This is an optimization exercise on Yosys and OpenROAD, whose aim is small area, not a production implementation. Function was checked by simulation only, so behaviour that the tests miss may differ from the original. No activity file was given, so power comes from the tool's default toggle rates.

==> run Y: inputs <==
Design mrw_2ror1w, start of the top module:
module mrw_2ror1w (
  input  wire                     clk,
  input  wire                     rst,
  input  wire                     rd0_en,
  input  wire  [6-1:0] rd0_addr,
  input  wire                     rd1_en,
  input  wire  [6-1:0] rd1_addr,
  input  wire                     wr_en,
  input  wire  [6-1:0] wr_addr,
  input  wire  [8-1:0]   wr_data,
  input  wire                     inj_en,
  input  wire  [3-1:0] inj_bank,
  input  wire  [4-1:0] inj_row,
  output logic                    rsp0_vld,
  output logic [8-1:0]   rsp0_data,
  output logic                    rsp0_serr,
  output logic                    rsp0_derr,
  output logic [7-1:0] rsp0_padr,
  output logic                    rsp1_vld,
  output logic [8-1:0]   rsp1_data,
  output logic                    rsp1_serr,
  output logic                    rsp1_derr,
  output logic [7-1:0] rsp1_padr,
  output logic                    ready
);
==> module addr_split, before the edit <==
module addr_split (
  input  wire [6-1:0] addr,
  output wire [12-1:0] row_hot,
  output wire [4-1:0] bank_hot
);
  wire [6-1:0] addr_n;
  wire [3:0]              lo;
  wire [2:0]              hi_n;
  wire [3:0]              lo_n;
  for (genvar i = 0; i < 6; i++) begin : g_inv
    g_inv u_inv (.a(addr[i]), .y(addr_n[i]));
  end
  dec2_hi u_bank (.a(addr[1:0]), .a_n(addr_n[1:0]), .y(bank_hot));
  dec2_hi u_lo   (.a(addr[3:2]), .a_n(addr_n[3:2]), .y(lo));
  dec3_lo u_hi   (.a(addr[5:4]), .a_n(addr_n[5:4]), .y_n(hi_n));
  for (genvar l = 0; l < 4; l++) begin : g_lo
    g_inv u_inv (.a(lo[l]), .y(lo_n[l]));
  end
  for (genvar r = 0; r < 12; r++) begin : g_row
    g_nor2 u_row (.a(hi_n[r / 4]), .b(lo_n[r % 4]), .y(row_hot[r]));
  end
endmodule
==> module rd_bit, before the edit <==
module rd_bit (
  input  wire [12-1:0]                   row_sel,
  input  wire [4-1:0]                   bank_sel,
  input  wire [4-1:0][12-1:0] bits,
  output wire                                      q
);
  wire [4-1:0] bank_q;
  for (genvar b = 0; b < 4; b++) begin : g_bank
    rd_rows u_rows (.sel(row_sel), .bits(bits[b]), .q(bank_q[b]));
  end
  rd_banks u_banks (.sel(bank_sel), .bits(bank_q), .q(q));
endmodule
==> module mrw_2ror1w, before the edit <==
module mrw_2ror1w (
  input  wire                     clk,
  input  wire                     rst,
  input  wire                     rd0_en,
  input  wire  [6-1:0] rd0_addr,
  input  wire                     rd1_en,
  input  wire  [6-1:0] rd1_addr,
  input  wire                     wr_en,
  input  wire  [6-1:0] wr_addr,
  input  wire  [8-1:0]   wr_data,
  input  wire                     inj_en,
  input  wire  [3-1:0] inj_bank,
  input  wire  [4-1:0] inj_row,
  output logic                    rsp0_vld,
  output logic [8-1:0]   rsp0_data,
  output logic                    rsp0_serr,
  output logic                    rsp0_derr,
  output logic [7-1:0] rsp0_padr,
  output logic                    rsp1_vld,
  output logic [8-1:0]   rsp1_data,
  output logic                    rsp1_serr,
  output logic                    rsp1_derr,
  output logic [7-1:0] rsp1_padr,
  output logic                    ready
);
  localparam int NB = 4;
  localparam int NR = 12;
  localparam int W  = 8;
  logic                    pend_en;
  logic [3-1:0] pend_bank;
  logic [4-1:0] pend_row;
  logic                    vld0_q, vld1_q;
  logic [6-1:0] addr0_q, addr1_q;
  always_ff @(posedge clk) begin
    pend_en   <= inj_en && rst_n;
    pend_bank <= inj_bank;
    pend_row  <= inj_row;
    vld0_q    <= rd0_en;
    vld1_q    <= rd1_en;
    addr0_q   <= rd0_addr;
    addr1_q   <= rd1_addr;
    ready     <= rst_n;
  end
  logic [NR-1:0] wr_row_n, inj_row_n;
  logic [NB-1:0] wr_bank_n;
  logic [NB:0]   inj_bank_n;
  logic          rst_n;
  wr_select  u_wr_sel  (.en(wr_en), .addr(wr_addr), .row_n(wr_row_n), .bank_n(wr_bank_n));
  inj_select u_inj_sel (.en(pend_en), .bank(pend_bank), .row(pend_row),
                        .row_n(inj_row_n), .bank_n(inj_bank_n));
  g_inv      u_rst_n   (.a(rst), .y(rst_n));
  logic [NB-1:0][NR-1:0][W-1:0] word;
  logic [W-1:0][NB-1:0][NR-1:0] word_t;
  logic [NB:0][NR-1:0]          clr;
  for (genvar r = 0; r < NR; r++) begin : g_row
    for (genvar b = 0; b < NB; b++) begin : g_bank
      wire we, we_n;
      mem_we   u_we   (.row_n(wr_row_n[r]), .bank_n(wr_bank_n[b]), .rst(rst),
                       .we(we), .we_n(we_n));
      mem_word u_word (.clk(clk), .we(we), .we_n(we_n), .d(wr_data), .q(word[b][r]));
      err_flag u_flag (.clk(clk), .set_a_n(inj_row_n[r]), .set_b_n(inj_bank_n[b]),
                       .keep(we_n), .clr_q(clr[b][r]));
      for (genvar i = 0; i < W; i++) begin : g_bit
        assign word_t[i][b][r] = word[b][r][i];
      end
    end
    err_pflag u_pflag (.clk(clk), .set_a_n(inj_row_n[r]), .set_b_n(inj_bank_n[NB]),
                       .row_n(wr_row_n[r]), .rst_n(rst_n), .clr_q(clr[NB][r]));
  end
  logic [NR-1:0] rsel0, rsel1;
  logic [NB-1:0] bsel0, bsel1;
  logic [NB:0]   clr0, clr1;
  addr_split u_rd0_split (.addr(addr0_q), .row_hot(rsel0), .bank_hot(bsel0));
  addr_split u_rd1_split (.addr(addr1_q), .row_hot(rsel1), .bank_hot(bsel1));
  for (genvar i = 0; i < W; i++) begin : g_rd
    rd_bit u_rd0 (.row_sel(rsel0), .bank_sel(bsel0), .bits(word_t[i]), .q(rsp0_data[i]));
    rd_bit u_rd1 (.row_sel(rsel1), .bank_sel(bsel1), .bits(word_t[i]), .q(rsp1_data[i]));
  end
  for (genvar b = 0; b <= NB; b++) begin : g_flag
    rd_rows u_clr0 (.sel(rsel0), .bits(clr[b]), .q(clr0[b]));
    rd_rows u_clr1 (.sel(rsel1), .bits(clr[b]), .q(clr1[b]));
  end
  logic [3-1:0] serve1;
  assign serve1 = (vld0_q && addr0_q[1:0] == addr1_q[1:0]) ? 3'(NB)
                                                           : {1'b0, addr1_q[1:0]};
  err_report u_rep0 (.clr(clr0), .serve({1'b0, addr0_q[1:0]}),
                     .serr(rsp0_serr), .derr(rsp0_derr), .bank(rsp0_padr[6:4]));
  err_report u_rep1 (.clr(clr1), .serve(serve1),
                     .serr(rsp1_serr), .derr(rsp1_derr), .bank(rsp1_padr[6:4]));
  assign rsp0_vld       = vld0_q;
  assign rsp0_padr[3:0] = addr0_q[6-1:2];
  assign rsp1_vld       = vld1_q;
  assign rsp1_padr[3:0] = addr1_q[6-1:2];
endmodule
==> flow/config.mk <==
export PLATFORM = sky130hd
export DESIGN_NAME = mrw_2ror1w
export DESIGN_NICKNAME = mrw_2ror1w
export VERILOG_FILES = /design/flow/design.v
export SDC_FILE = /design/flow/constraint.sdc
export NUM_CORES = 4
export LEC_CHECK = 0
export CAP_MARGIN = 20
export CORE_MARGIN = 2
export CORE_UTILIZATION = 40
export SLEW_MARGIN = 20
export SYNTH_HIERARCHICAL = 1
==> flow/constraint.sdc <==
create_clock -name core_clock -period 6.0 [get_ports {clk}]
set_input_delay 1.2000 -clock core_clock [delete_from_list [all_inputs] [get_ports {clk}]]
set_output_delay 1.2000 -clock core_clock [all_outputs]
set_load 0.01 [all_outputs]
standard.sh (not shown) runs the stock make flow with config.mk's settings and CLKGATE_MAP_FILE= SYNTH_SCRIPT=/design/flow/synth_recipe.tcl, a recipe that flattens the netlist after the stock synthesis.
==> flow/flow/run.sh <==
#!/bin/bash
# The standard layout (the standard.sh, unchanged synthesis, floorplan, power grid and
# tap cells) with two changes:
#  - each input and output port gets a sky130_fd_sc_hd__buf_1 as its port buffer;
#  - clock tree synthesis uses clkbuf_8 with clusters of up to 18 flip-flops and no
#    dummy loads.
# Each tool's full output stays in the ORFS logs under orfs/logs; make's output is in
# flow_make.log.
set -euo pipefail
bash standard.sh \
  BUFFER_PORTS_ARGS="-buffer_cell sky130_fd_sc_hd__buf_1" \
  CTS_ARGS="-sink_clustering_enable -repair_clock_nets -buf_list sky130_fd_sc_hd__clkbuf_8 -sink_clustering_size 18 -sink_clustering_max_diameter 60 -dont_use_dummy_load" \
  finish > flow_make.log 2>&1
==> run A (differences from run Y) <==
==> flow/run.sh (new file) <==
#!/bin/bash
# synth_recipe.tcl (not shown) runs the flow's synth.tcl, then flattens the netlist and writes it again
# the make line also repeats each setting of config.mk as NAME=value (left out here)
make -C /OpenROAD-flow-scripts/flow DESIGN_CONFIG=/design/flow/config.mk WORK_HOME=/design/flow/orfs CLKGATE_MAP_FILE= SYNTH_SCRIPT=/design/flow/synth_recipe.tcl finish
removed: flow/flow/run.sh
removed: flow/standard.sh
==> run R (differences from run Y) <==
--- a/flow/design.v
+++ b/flow/design.v
@@ -56,7 +56,7 @@
 endmodule
 module addr_split (
-  input  wire [6-1:0] addr,
-  output wire [12-1:0] row_hot,
-  output wire [4-1:0] bank_hot
+  input  wire [6-1:0]                   addr,
+  output wire [4-1:0][12-1:0] row_hot,
+  output wire [4-1:0]                   bank_hot
 );
   wire [6-1:0] addr_n;
@@ -73,6 +73,8 @@
     g_inv u_inv (.a(lo[l]), .y(lo_n[l]));
   end
-  for (genvar r = 0; r < 12; r++) begin : g_row
-    g_nor2 u_row (.a(hi_n[r / 4]), .b(lo_n[r % 4]), .y(row_hot[r]));
+  for (genvar c = 0; c < 4; c++) begin : g_copy
+    for (genvar r = 0; r < 12; r++) begin : g_row
+      g_nor2 u_row (.a(hi_n[r / 4]), .b(lo_n[r % 4]), .y(row_hot[c][r]));
+    end
   end
 endmodule
@@ -194,5 +196,5 @@
 endmodule
 module rd_bit (
-  input  wire [12-1:0]                   row_sel,
+  input  wire [4-1:0][12-1:0] row_sel,
   input  wire [4-1:0]                   bank_sel,
   input  wire [4-1:0][12-1:0] bits,
@@ -201,5 +203,5 @@
   wire [4-1:0] bank_q;
   for (genvar b = 0; b < 4; b++) begin : g_bank
-    rd_rows u_rows (.sel(row_sel), .bits(bits[b]), .q(bank_q[b]));
+    rd_rows u_rows (.sel(row_sel[b]), .bits(bits[b]), .q(bank_q[b]));
   end
   rd_banks u_banks (.sel(bank_sel), .bits(bank_q), .q(q));
@@ -343,5 +345,5 @@
                        .row_n(wr_row_n[r]), .rst_n(rst_n), .clr_q(clr[NB][r]));
   end
-  logic [NR-1:0] rsel0, rsel1;
+  logic [NB-1:0][NR-1:0] rsel0, rsel1;
   logic [NB-1:0] bsel0, bsel1;
   logic [NB:0]   clr0, clr1;
@@ -353,6 +355,6 @@
   end
   for (genvar b = 0; b <= NB; b++) begin : g_flag
-    rd_rows u_clr0 (.sel(rsel0), .bits(clr[b]), .q(clr0[b]));
-    rd_rows u_clr1 (.sel(rsel1), .bits(clr[b]), .q(clr1[b]));
+    rd_rows u_clr0 (.sel(rsel0[b % NB]), .bits(clr[b]), .q(clr0[b]));
+    rd_rows u_clr1 (.sel(rsel1[b % NB]), .bits(clr[b]), .q(clr1[b]));
   end
   logic [3-1:0] serve1;
==> flow/run.sh (new file) <==
#!/bin/bash
# synth_recipe.tcl (not shown) runs the flow's synth.tcl, then flattens the netlist and writes it again
# the make line also repeats each setting of config.mk as NAME=value (left out here)
make -C /OpenROAD-flow-scripts/flow DESIGN_CONFIG=/design/flow/config.mk WORK_HOME=/design/flow/orfs CLKGATE_MAP_FILE= SYNTH_SCRIPT=/design/flow/synth_recipe.tcl finish
--- a/flow/config.mk
+++ b/flow/config.mk
@@ -9,4 +9,7 @@
 export CORE_MARGIN = 2
 export CORE_UTILIZATION = 40
+export CTS_BUF_LIST = sky130_fd_sc_hd__clkbuf_8
+export CTS_CLUSTER_DIAMETER = 60
+export CTS_CLUSTER_SIZE = 16
 export SLEW_MARGIN = 20
 export SYNTH_HIERARCHICAL = 1
removed: flow/flow/run.sh
removed: flow/standard.sh
==> summary of the runs <==
- Run A finished with timing, DRC and antenna clean. Run Y finished with timing, DRC and antenna clean. Run R produced a clean layout.
- Synthesized cell count is the same in run A and run Y.
- Of run A and run R, run A has the higher clock power (gap about 55%, measured against run R).
- In register-to-register slack, run Y and run A hardly differ.
- Design area, lowest first: run Y, run R, run A.
- Wire length: run A > run R > run Y.
==> figures <==
Outcome: run R no timing/DRC/antenna violations; run A no timing/DRC/antenna violations; run Y no timing/DRC/antenna violations
Cells after synthesis: run R 1737; run A 1665; run Y 1665
Final hold slack: run R 0.486 ns; run A 0.487 ns; run Y 0.493 ns
Total power density per cell area: run R 270 nW/µm²; run A 310 nW/µm²; run Y 257 nW/µm²
Post-Syn Nets: run R 1776; run A 1704; run Y 1704
Wire length of the first global-routing pass: run R 116000 µm; run A 119000 µm; run Y 114000 µm
Via count of the first global-routing pass: run R 16771; run A 17370; run Y 16825
# diodes: run R 0; run A 2; run Y 0
DRT iter0 DRCs: run R 4270; run A 3828; run Y 4236
Last element of the critical path: run R rsp1_derr; run A rsp0_data[3]; run Y rsp0_data[6]
Internal power: run R 4070 µW; run A 5010 µW; run Y 3770 µW

## separate check: timing with driven ports
The results above use ideal ports. As a check the final layouts listed here were re-extracted and re-timed, cells and wires unchanged.
Step 1 assumes that a clkbuf_16 drives the clock port and a buf_2 every other input.
Step 2 adds t to the input delays and takes it off the output delays; t is the mean of the earliest and latest rising clock arrival at the registers after step 1. Input paths then give back, and output paths get back, about the clock's delay inside the block.
a / b / c = ideal ports / drivers / drivers and shift; a / b = the first two.
| run | t (ns) | setup WS [ns] | worst data-port slew with drivers (ns) | cell pins on the clock port's net |
|---|---|---|---|---|
| run Y | 0.683 | 1.127 / 1.075 / 1.758 | 0.04 | 1 |
| run A | 0.653 | 0.916 / 0.857 / 1.511 | 0.04 | 1 |
| run R | 0.700 | 0.278 / 0.224 / 0.924 | 0.04 | 1 |
After both steps setup and hold are still met in every run listed.
